This design comes from an exercise in tuning for a short achievable clock period and few clock cycles on the open sky130 flow, not from production work. At most, simulation tests tie the RTL to the original design; equivalence was not proved. No activity file was given, so power comes from the tool's default toggle rates.

## cvpCore
module cvpCore (
  input  logic               Clk1,
  input  logic               reset,
  input  logic [16-1:0] DataIn,
  output logic [16-1:0] Addr,
  output logic [16-1:0] dataOut,
  output logic               RD,
  output logic               WR,
  output logic               V
);
Settings: LEC_CHECK=0, ABC_CLOCK_PERIOD_IN_PS=4000, CAP_MARGIN=20, CORE_MARGIN=2, CORE_UTILIZATION=45, SLEW_MARGIN=20; clock period 15.0 ns.
standard.sh (not shown) runs the stock make flow with config.mk's settings and CLKGATE_MAP_FILE= SYNTH_SCRIPT=/design/flow/synth_recipe.tcl, a recipe that flattens the netlist after the stock synthesis.
==> flow/flow/run.sh <==
#!/bin/bash
# Standard ORFS layout, with repair aiming well below the clock period.
set -euo pipefail
MARGIN=${MARGIN:-10.5}
bash standard.sh SETUP_SLACK_MARGIN=$MARGIN finish > flow_standard.log 2>&1
Rerun with:
--- a/flow/design.v
+++ b/flow/design.v
@@ -66,25 +66,27 @@
   output logic        sub,
   output logic        signBig,
   output logic        anyInf,
   output logic        bothNeg
 );
   logic        aBigger;
-  logic [15:0] opBig;
-  logic [15:0] opSmall;
-  logic [4:0]  expSmall;
+  logic [4:0]  expA;
+  logic [4:0]  expB;
+  logic [4:0]  diffAB;
+  logic [4:0]  diffBA;
   assign aBigger  = a[14:0] >= b[14:0];
-  assign opBig    = aBigger ? a : b;
-  assign opSmall  = aBigger ? b : a;
-  assign expBig   = (opBig[14:10] == 5'd0) ? 5'd1 : opBig[14:10];
-  assign expSmall = (opSmall[14:10] == 5'd0) ? 5'd1 : opSmall[14:10];
-  assign sigBig   = {|opBig[14:10], opBig[9:0]};
-  assign sigSmall = {|opSmall[14:10], opSmall[9:0]};
-  assign diff     = expBig - expSmall;
+  assign expA     = (a[14:10] == 5'd0) ? 5'd1 : a[14:10];
+  assign expB     = (b[14:10] == 5'd0) ? 5'd1 : b[14:10];
+  assign diffAB   = expA - expB;
+  assign diffBA   = expB - expA;
+  assign expBig   = aBigger ? expA : expB;
+  assign diff     = aBigger ? diffAB : diffBA;
+  assign sigBig   = aBigger ? {|a[14:10], a[9:0]} : {|b[14:10], b[9:0]};
+  assign sigSmall = aBigger ? {|b[14:10], b[9:0]} : {|a[14:10], a[9:0]};
   assign sub      = a[15] ^ b[15];
-  assign signBig  = opBig[15];
+  assign signBig  = aBigger ? a[15] : b[15];
   assign anyInf   = (&a[14:10]) | (&b[14:10]);
   assign bothNeg  = a[15] & b[15];
 endmodule
 module halfFloatAddS2 (
   input  logic [10:0] sigBig,
   input  logic [10:0] sigSmall,
@@ -246,13 +248,13 @@
   assign flush    = wrQ && match;
   assign redirect = qv[0] ? qpc[0] : t2Pc;
   logic        jNow;
   logic [15:0] jTarget;
   logic [12:0] jLo;
   logic [3:0]  jHi;
-  assign jNow     = t2Fetch && DataIn[15:12] == 4'h8;
+  assign jNow     = t2Fetch && DataIn[15:12] == 4'h8 && DataIn[11:0] != 12'd1;
   logic [3:0] pcHiM1, pcHiP1;
   assign pcHiM1 = t2Pc[15:12] - 4'd1;
   assign pcHiP1 = t2Pc[15:12] + 4'd1;
   assign jLo    = {1'b0, t2Pc[11:0]} + {1'b0, DataIn[11:0]};
   always_comb begin
     case ({DataIn[11], jLo[12]})
@@ -420,12 +422,13 @@
       t2Load  <= t1Load;
       t2Pc    <= t1Pc;
       t2Lane  <= t1Lane;
       t2Dst   <= t1Dst;
       t1Load <= 1'b0;
       t1Fetch <= 1'b0;
+      doutQ   <= '0;  
       if (issue && isMem) begin
         addrQ   <= base;
         rdQ     <= isVld;
         wrQ     <= !isVld;
         doutQ   <= isSst ? sd : vd[15:0];
         t1Load  <= isVld;
@@ -447,12 +450,13 @@
         addrQ   <= jSel ? jTarget : seqFetch;
         rdQ     <= 1'b1;
         wrQ     <= 1'b0;
         t1Fetch <= !flush;
         t1Pc    <= jSel ? jTarget : seqFetch;
       end else begin
+        addrQ   <= seqFetch;  
         rdQ     <= 1'b0;
         wrQ     <= 1'b0;
       end
       if (flush) begin
         fbase <= redirect;
         finc  <= 1'b0;
=>
- The changed run completed with no timing, DRC or antenna violations
- area after synthesis hardly moves
- maximum frequency came out higher by 2.7%
- routed wire length came out lower by 2.2%
- sequential share of layout area came out higher by 0.66 points
- final area came out lower by 1.7%
No functional check of the RTL was part of any run of this note.

---

cvpCore, a different RTL version from the one above (not shown whole).
Size in the first run: ~1800 flip-flops, roughly 53 I/O pins.
export LEC_CHECK = 0
export ABC_CLOCK_PERIOD_IN_PS = 4000
export CAP_MARGIN = 20
export CORE_MARGIN = 2
export CORE_UTILIZATION = 60
export SLEW_MARGIN = 20
create_clock -name core_clock -period 15.0 [get_ports {Clk1}]
==> flow/flow/run.sh <==
#!/bin/bash
# Standard ORFS layout, with repair aiming well below the clock period.
set -euo pipefail
MARGIN=${MARGIN:-11.2}
bash standard.sh SETUP_SLACK_MARGIN=$MARGIN finish > flow_standard.log 2>&1
Next try:
--- a/flow/design.v
+++ b/flow/design.v
@@ -224,14 +224,14 @@
   logic        useJq;
   logic [3:0]  jIdxQ;
   logic [15:0] kHitQ;
   logic [15:0] t2Pc;
   logic [1:0]  t2Lane;
   logic [2:0]  t2Dst;
-  logic        pendV;
-  logic [15:0] pendA;
+  logic [15:0] fbase;
+  logic        finc;
   logic [Q-1:0] qv;
   logic [15:0]  qi [Q];
   logic [15:0]  qpc [Q];
   logic [1:0]  seqLeft;
   logic        seqLoad;
   logic [1:0]  seqLane;
@@ -342,17 +342,15 @@
   logic [15:0] seqFetch;
   logic        jSel;
   assign room      = !qv[Q-1] && !(qv[Q-2] && (t1Fetch || t2Fetch)) &&
                      !(qv[Q-3] && t1Fetch && t2Fetch);
   assign dataNext  = (issue && isMem) || seqLeft != 2'd0;
   assign doFetch   = !dataNext && room;
-  logic [15:0] t1PcInc;
   cvpAdd #(.W(16)) u_seqFetch (
-    .a (t1Pc), .b (16'd0), .cin (1'b1), .sum (t1PcInc), .cout ()
+    .a (fbase), .b (16'd0), .cin (finc), .sum (seqFetch), .cout ()
   );
-  assign seqFetch = pendV ? pendA : t1PcInc;
   assign jSel      = jNow && !flush;
   logic [15:0] fetchNoJ;
   logic        useJ;
   assign fetchNoJ = (jlPend && !flush) ? jlTarget : seqFetch;
   assign useJ     = jSpec && doFetch && !flush;
   logic [15:0] sa, sd, base;
@@ -494,13 +492,14 @@
       t2Load  <= 1'b0;
       t1Is    <= 1'b1;
       t2Is    <= 1'b0;
       kv      <= 1'b0;
       useJq   <= 1'b0;
       jlPend  <= 1'b0;
-      pendV   <= 1'b0;
+      fbase   <= '0;
+      finc    <= 1'b1;
       qv      <= '0;
       seqLeft <= '0;
       p1v     <= 1'b0;
       p2v     <= 1'b0;
       p3v     <= 1'b0;
       flag    <= 1'b0;
@@ -508,14 +507,13 @@
         vreg[i] <= '0;
         sreg[i] <= '0;
       end
     end else begin
       t2Fetch <= t1Fetch && !((isJ && !(DataIn[11:0] == 12'd1 && t1Next)) ||
                               jlPend || flush);
-      jlPend  <= isJ && !(DataIn[11:0] == 12'd1 && t1Next) &&
-                 (!jShort || !doFetch) && !flush;
+      jlPend  <= jLongNow && !flush;
       jlPc    <= t2Pc;
       jlOff   <= DataIn[11:0];
       t2Load  <= t1Load;
       t2Pc    <= t1Pc;
       t2Is    <= t1Is;
       useJq   <= useJ;
@@ -574,19 +572,23 @@
       end
       if (useJ) begin
         addrQ <= jTargetS;
         t1Pc  <= jTargetS;
       end
       if (flush) begin
-        pendV <= 1'b1;
-        pendA <= redirect;
-      end else if (jlPend && !doFetch) begin
-        pendV <= 1'b1;
-        pendA <= jlTarget;
+        fbase <= redirect;
+        finc  <= 1'b0;
+      end else if (jSpec) begin
+        fbase <= jTargetS;
+        finc  <= doFetch;
+      end else if (jlPend) begin
+        fbase <= jlTarget;
+        finc  <= doFetch;
       end else if (doFetch) begin
-        pendV <= 1'b0;
+        fbase <= seqFetch;
+        finc  <= 1'b1;
       end
       qv <= qvN;
       for (int i = 0; i < Q; i++) begin
         qi[i]  <= qiN[i];
         qpc[i] <= qpcN[i];
       end
Result: Utilization came out higher by 0.81 points; total power came out higher slightly; setup slack gets worse by 0.30 ns; routed wire length came out higher by a few percent; hold slack gets worse by 0.0052 ns; global-route usage came out higher by 0.81 points; clock skew is about the same; maximum frequency came out lower by a few percent; final area came out higher slightly; clock-buffer cell count came out lower by 15.
No run of this note included a check of the RTL's function; only the layout flow was run.

---

== run M ==
cvpCore, a different RTL version from the one above (not shown whole).
Size in the first run: ~7,600 cells after synthesis, roughly 1,500 flip-flops, ~53 I/O pins, about 92,000 µm² of cells after synthesis.
==> flow/config.mk <==
export PLATFORM = sky130hd
export DESIGN_NAME = cvpCore
export DESIGN_NICKNAME = cvpCore
export VERILOG_FILES = /design/flow/design.v
export SDC_FILE = /design/flow/constraint.sdc
export NUM_CORES = 4
export LEC_CHECK = 0
export ABC_CLOCK_PERIOD_IN_PS = 4000
export CAP_MARGIN = 20
export CORE_MARGIN = 2
export CORE_UTILIZATION = 45
export SLEW_MARGIN = 20
==> flow/constraint.sdc <==
create_clock -name core_clock -period 15.0 [get_ports {Clk1}]
set_input_delay 3.0000 -clock core_clock [delete_from_list [all_inputs] [get_ports {Clk1}]]
set_output_delay 3.0000 -clock core_clock [all_outputs]
set_load 0.01 [all_outputs]
==> flow/flow/run.sh <==
#!/bin/bash
# Standard ORFS layout, with repair aiming well below the clock period.
set -euo pipefail
MARGIN=${MARGIN:-10.5}
bash standard.sh SETUP_SLACK_MARGIN=$MARGIN finish > flow_standard.log 2>&1
Testbench counts of run M, summed over its fixed seeds: cycles 14,720.
Input-level comparison between run Y and run M:
--- a/flow/design.v
+++ b/flow/design.v
@@ -286,31 +286,27 @@
   assign flush    = wrQ && match;
   assign redirect = qv[0] ? qpc[0] : t2Pc;
   logic        isJ, jShort, jNowS, jLongNow, jNow;
   logic        jlPend;
   logic [15:0] jlPc;
   logic [11:0] jlOff;
   logic [15:0] jTargetS, jlTarget;
-  logic [4:0]  jLo;
-  logic [11:0] jHi;
-  logic [11:0] pcHiM1, pcHiP1;
   assign isJ      = t2Fetch && DataIn[15:12] == 4'h8;
   assign jShort   = DataIn[11:3] == 9'h000 || DataIn[11:3] == 9'h1FF;
   assign jNowS    = isJ && jShort && DataIn[11:0] != 12'd1;
   assign jLongNow = isJ && !jShort;
   assign jNow     = jNowS || jlPend;
-  assign jLo    = {1'b0, t2Pc[3:0]} + {1'b0, DataIn[3:0]};
-  always_comb begin
-    case ({DataIn[3], jLo[4]})
-      2'b01:   jHi = pcHiP1;
-      2'b10:   jHi = pcHiM1;
-      default: jHi = t2Pc[15:4];
-    endcase
+  logic [15:0] jCand [16];
+  function automatic logic [15:0] jOff4(input logic [3:0] k);
+    jOff4 = {{12{k[3]}}, k};
+  endfunction
+  assign jTargetS = jCand[DataIn[3:0]];
+  for (genvar k = 0; k < 16; k++) begin : g_jCand
+    always_ff @(posedge Clk1) jCand[k] <= t1Pc + jOff4(4'(k));
   end
-  assign jTargetS = {jHi, jLo[3:0]};
   cvpAdd #(.W(16)) u_jlTarget (
     .a (jlPc), .b ({{4{jlOff[11]}}, jlOff}), .cin (1'b0), .sum (jlTarget), .cout ()
   );
   logic       room, dataNext, doFetch;
   logic [15:0] seqFetch;
   logic        jSel;
   assign room      = !qv[Q-1] && !(qv[Q-2] && (t1Fetch || t2Fetch)) &&
@@ -477,16 +473,14 @@
     end else begin
       t2Fetch <= t1Fetch && !(jNowS || jLongNow || flush);
       jlPend  <= jLongNow && !flush;
       jlPc    <= t2Pc;
       jlOff   <= DataIn[11:0];
       t2Load  <= t1Load;
       t2Pc    <= t1Pc;
-      pcHiM1  <= t1Pc[15:4] - 12'd1;
-      pcHiP1  <= t1Pc[15:4] + 12'd1;
       t2Lane  <= t1Lane;
       t2Dst   <= t1Dst;
       t1Load <= 1'b0;
       t1Fetch <= 1'b0;
       doutQ   <= '0;  
       if (issue && isMem) begin
         addrQ   <= base;
==> run summary <==
Design area (higher): run Y. NOTE: final cell count in run Y exceeds that of run M. Diff run M -> run Y: reported sequential group power has increased; power density normalized to cell area has remained practically unchanged; first-pass GRT wire length has increased. Of run Y and run M, the run reporting the higher post-cts repair resize count was run Y. Die area, run Y and run M: smaller value in run M. Clock-buffer cell count, run Y and run M: smaller value in run M. Between run Y and run M, the detail-routed net length per standard cell is lower for run M. In the reports for run Y and run M, the larger post-route minimum period belongs to run M. Comparing run Y and run M, final sequential cell count is higher on run Y. In run Y, the maximum VDD drop came out 17% below the value in run M. The number of cell rows in run Y sits 7 above the value recorded for run M. Count of cells along the worst register-to-register path, run Y and run M: larger value in run M.
Testbench counts of run Y, summed over its fixed seeds: cycles 14,720.

what the ideal ports hide:
How much do the figures lean on ideal ports? The routed layouts below were timed once more, with nothing changed but the port constraints. Step 1: set_driving_cell puts a clkbuf_16 on Clk1 and a buf_2 on each other input, an assumption about the parent block. Step 2 adds t to the input delays and takes it off the output delays; t is the mean of the earliest and latest rising clock arrival at the registers after step 1. Input paths then give back, and output paths get back, about the clock's delay inside the block. Slacks: ideal / step 1 / step 2; pairs: ideal / step 1.
run | shift t [ns] | slack for setup (ns) | slew at the worst register clock pin (ns) | cell pins on the clock port's net
the first run of note 1 | 0.919 | 8.992 / 9.016 / 8.096 | 0.07 / 0.07 | 1
the second run of note 1 | 0.902 | 9.148 / 9.171 / 8.269 | 0.07 / 0.07 | 1
the first run of note 2 | 0.951 | 10.548 / 10.517 / 9.666 | 0.07 / 0.07 | 1
the second run of note 2 | 0.965 | 10.249 / 10.300 / 9.336 | 0.07 / 0.07 | 1
run M | 0.925 | 10.257 / 10.285 / 9.359 | 0.07 / 0.07 | 1
run Y | 0.946 | 10.385 / 10.385 / 9.528 | 0.07 / 0.07 | 1
After both steps every run listed still meets setup and hold. For the second run of note 2, which loses most, drivers alone change the setup slack by +0.051 ns; drivers and shift together by -0.913 ns.
